Background: an optimization exercise with open tools, aiming at small area, a short achievable clock period and few clock cycles per item. Do not read the settings as production practice. In this exercise RTL edits were held to simulation tests only and were not proved equivalent to the original.

==> inputs of branch cedar <==
## exclusion_process_hop_step_unit
module exclusion_process_hop_step_unit #(
    parameter int SITES     = 64,
    parameter int PARTICLES = 16
) (
    input  wire logic              i_clk,
    input  wire logic              i_rst_n,
    input  wire logic              i_cfg_we,
    input  wire logic              i_cfg_index,
    input  wire logic [RATE_W-1:0] i_cfg_data,
    input  wire logic              i_in_valid,
    output logic                   o_in_stall,
    input  wire logic              i_cmd,
    input  wire logic [PICK_W-1:0] i_pick,
    output logic                   o_out_valid,
    input  wire logic              i_out_stall,
    output logic [MOVER_W-1:0]     o_mover,
    output logic                   o_went_right,
    output logic [LAND_W-1:0]      o_landing_site,
    output logic [SUM_W-1:0]       o_rate_sum,
    output logic                   o_stuck
);
    logic [15:0]      r_lr;          
    logic [15:0]      r_rr;          
    logic [15:0][5:0] r_pos;         
    logic [4:0]       r_n;           
    logic [20:0]      r_tot;         
    logic             r_cfg_d;       
    logic             r_fix;         
    logic             r_iv;
  ...
Settings: LEC_CHECK=0, ABC_AREA=1, CAP_MARGIN=20, CORE_MARGIN=2, CORE_UTILIZATION=40, PLACE_DENSITY=0.6, SLEW_MARGIN=20, SYNTH_HIERARCHICAL=1, SYNTH_MINIMUM_KEEP_SIZE=0; clock period 8.0 ns.
run.sh (not shown) runs the stock make flow with config.mk's settings and CLKGATE_MAP_FILE= SYNTH_SCRIPT=/design/flow/synth_recipe.tcl, a recipe that flattens the netlist after the stock synthesis.
==> branch maple: changes against branch cedar <==
--- a/flow/design.v
+++ b/flow/design.v
@@ -946,23 +946,23 @@
             for (int j = 0; j < 17; j++) begin
                 if (e[j] && cnt[j] == 6'(i)) gidx[i] = gidx[i] | 5'(j);
             end
         end
     end
     logic [5:0]       t;
     logic             dneg;
     logic [17:0]      mag;
-    logic [2:0][17:0] cmp_b;
-    logic [2:0]       cmp_lt;
+    logic [3:0][17:0] cmp_b;
+    logic [3:0]       cmp_lt;
     assign dneg  = r_dneg;
     assign mag   = r_mag;
-    assign cmp_b = {r_xsr, {2'd0, dneg ? r_lr : r_rr}, {1'd0, s_sum}};
+    assign cmp_b = {r_xsr, {2'd0, r_rr}, {2'd0, r_lr}, {1'd0, s_sum}};
     always_comb begin
-        for (int c = 0; c < 3; c++) begin
+        for (int c = 0; c < 4; c++) begin
             logic [17:0] g, p, g2, p2;
             g = ~mag & cmp_b[c];
             p = ~(mag ^ cmp_b[c]);
             for (int k = 0; k < 5; k++) begin
                 for (int i = 0; i < 18; i++) begin
                     if (i >= (1 << k)) begin
                         g2[i] = g[i] | (p[i] & g[i - (1 << k)]);
                         p2[i] = p[i] & p[i - (1 << k)];
@@ -975,19 +975,19 @@
                 p = p2;
             end
             cmp_lt[c] = g[17];
         end
     end
     assign t[0] = dneg & ~cmp_lt[0];
     assign t[1] = dneg & ~cmp_lt[1];
     assign t[2] = dneg;
-    assign t[3] = dneg | cmp_lt[1];
+    assign t[3] = dneg | cmp_lt[2];
     assign t[4] = dneg | cmp_lt[0];
-    assign t[5] = dneg | cmp_lt[2];
+    assign t[5] = dneg | cmp_lt[3];
     logic [3:0] isel;
     logic       side_r;
     assign isel[0] = t[0];
     assign isel[1] = t[2] & ~t[0];
     assign isel[2] = t[4] & ~t[2];
     assign isel[3] = ~t[4];
     assign side_r  = (t[1] & ~t[0]) | (t[3] & ~t[2]) | (t[5] & ~t[4]);
     logic [16:0] gzr, gzl;       
Settings changed: CORE_UTILIZATION 40 to 50, CTS_BUF_LIST set to sky130_fd_sc_hd__clkbuf_8, PLACE_DENSITY 0.6 to 0.7, SETUP_SLACK_MARGIN set to 1.7.
==> branch juniper: changes against branch cedar <==
Settings changed: SYNTH_HIERARCHICAL 1 to not set, SYNTH_MINIMUM_KEEP_SIZE 0 to not set.
==> branch indigo: changes against branch cedar <==
--- a/flow/design.v
+++ b/flow/design.v
@@ -946,23 +946,23 @@
             for (int j = 0; j < 17; j++) begin
                 if (e[j] && cnt[j] == 6'(i)) gidx[i] = gidx[i] | 5'(j);
             end
         end
     end
     logic [5:0]       t;
     logic             dneg;
     logic [17:0]      mag;
-    logic [2:0][17:0] cmp_b;
-    logic [2:0]       cmp_lt;
+    logic [3:0][17:0] cmp_b;
+    logic [3:0]       cmp_lt;
     assign dneg  = r_dneg;
     assign mag   = r_mag;
-    assign cmp_b = {r_xsr, {2'd0, dneg ? r_lr : r_rr}, {1'd0, s_sum}};
+    assign cmp_b = {r_xsr, {2'd0, r_rr}, {2'd0, r_lr}, {1'd0, s_sum}};
     always_comb begin
-        for (int c = 0; c < 3; c++) begin
+        for (int c = 0; c < 4; c++) begin
             logic [17:0] g, p, g2, p2;
             g = ~mag & cmp_b[c];
             p = ~(mag ^ cmp_b[c]);
             for (int k = 0; k < 5; k++) begin
                 for (int i = 0; i < 18; i++) begin
                     if (i >= (1 << k)) begin
                         g2[i] = g[i] | (p[i] & g[i - (1 << k)]);
                         p2[i] = p[i] & p[i - (1 << k)];
@@ -975,19 +975,19 @@
                 p = p2;
             end
             cmp_lt[c] = g[17];
         end
     end
     assign t[0] = dneg & ~cmp_lt[0];
     assign t[1] = dneg & ~cmp_lt[1];
     assign t[2] = dneg;
-    assign t[3] = dneg | cmp_lt[1];
+    assign t[3] = dneg | cmp_lt[2];
     assign t[4] = dneg | cmp_lt[0];
-    assign t[5] = dneg | cmp_lt[2];
+    assign t[5] = dneg | cmp_lt[3];
     logic [3:0] isel;
     logic       side_r;
     assign isel[0] = t[0];
     assign isel[1] = t[2] & ~t[0];
     assign isel[2] = t[4] & ~t[2];
     assign isel[3] = ~t[4];
     assign side_r  = (t[1] & ~t[0]) | (t[3] & ~t[2]) | (t[5] & ~t[4]);
     logic [16:0] gzr, gzl;       
Settings changed: CORE_UTILIZATION 40 to 60, CTS_BUF_LIST set to sky130_fd_sc_hd__clkbuf_8, PLACE_DENSITY 0.6 to 0.75, SETUP_SLACK_MARGIN set to 2.0.
==> results.toml <==
[detailed_routing]
drtPass1Iterations = 6
drt_wl_total_um = 155000
dr.first_iter.drc_count = 3623

[power_and_ir_drop]
p_leak_uw = 0.0208

[floorplanning]
dieArea_mm2 = 0.107

[layout]
nMultiInputCombCells = 4532
signal_buffers = 172

[status]
status = "finished clean"

[setup_path]
r2r-start = "r_dneg$_DFFE_PP_"
critPathRequiredTime_ps = 8500

[min_path]
worstHoldEndpoint = "r_xsr[8]$_SDFFE_PN1P_"

[yosys]
synthCells = 5926
# the run above: branch cedar

==> results.toml <==
[min_path]
worstHoldEndpoint = "r_land[3]$_SDFFE_PP0P_"

[detailed_routing]
drt_wl_total_um = 154000
dr.first_iter.drc_count = 3512
drtPass1Iterations = 6

[status]
status = "finished clean"

[yosys]
synthCells = 6112

[layout]
nMultiInputCombCells = 4283

[setup_path]
critPathRequiredTime_ps = 8310
r2r-start = "r_ipick[5]$_SDFFE_PP0P_"
# the run above: branch juniper

==> results.toml <==
[layout]
signal_buffers = 185
seq_area_mm2 = 0.00622

[min_path]
worstHoldEndpoint = "r_xsr[17]$_SDFFE_PN0P_"

[yosys]
synthCells = 5898

[setup_path]
critPathRequiredTime_ps = 8440

[detailed_routing]
drtPass1Iterations = 7
dr.first_iter.drc_count = 3978
drt_wl_total_um = 154000

[power_and_ir_drop]
p_leak_uw = 0.0212
maxPowerGroup = "combinational logic"

[status]
status = "finished clean"

[clocking]
cts_setup_buffers = 2

[floorplanning]
dieArea_mm2 = 0.0858
# the run above: branch maple

==> results.toml <==
[yosys]
synthCells = 5898

[power_and_ir_drop]
p_leak_uw = 0.0215

[min_path]
worstHoldEndpoint = "r_mover[1]$_SDFFE_PP0P_"

[detailed_routing]
drt_wl_total_um = 153000
met1_length_um = 57000
dr.first_iter.drc_count = 4542
drtPass1Iterations = 6

[layout]
design.seq.count = 285
signal_buffers = 235
clk_share_pct = 2.67

[status]
status = "finished clean"

[floorplanning]
dieArea_mm2 = 0.0717

[placement]
placed_cell_area_mm2 = 0.0435

[setup_path]
critPathRequiredTime_ps = 8420
# the run above: branch indigo

Testbench counts of branch cedar, summed over its fixed seeds: cycles 17,867, items 8,982.
Testbench counts of branch maple, summed over its fixed seeds: cycles 17,867, items 8,982.
Testbench counts of branch juniper, summed over its fixed seeds: cycles 17,867, items 8,982.
Testbench counts of branch indigo, summed over its fixed seeds: cycles 17,867, items 8,982.

==> separate check: timing with driven ports <==
No port has a modelled driver above. Below, the same layouts with a new extraction and two added sets of constraints. Step 1, drivers: a clkbuf_16 drives i_clk and a buf_2 each remaining input, both assumed. Step 2 moves the port delays by t, midway between the first and last clock arrival at a register: inputs arrive t later, outputs are due t later. That takes back most of the time a late clock gives input paths. Slacks: ideal / step 1 / step 2; pairs: ideal / step 1.
run	t, ns	setup slack, ns	worst setup path at the end	clock arrival spread, ns	worst slew at a driven data input, ns
branch cedar	0.668	0.668 / 0.668 / 0.668	register to register	0.058 / 0.058	0.08
branch maple	0.772	1.840 / 1.840 / 1.635	input to register	0.061 / 0.060	0.06
branch juniper	0.637	0.624 / 0.624 / 0.624	register to register	0.037 / 0.037	0.08
branch indigo	0.740	1.956 / 1.956 / 1.830	input to register	0.054 / 0.053	0.05
After both steps every run listed still meets setup and hold. For branch maple, which loses most, drivers alone change the setup slack by 0.000 ns; drivers and shift together by -0.205 ns.
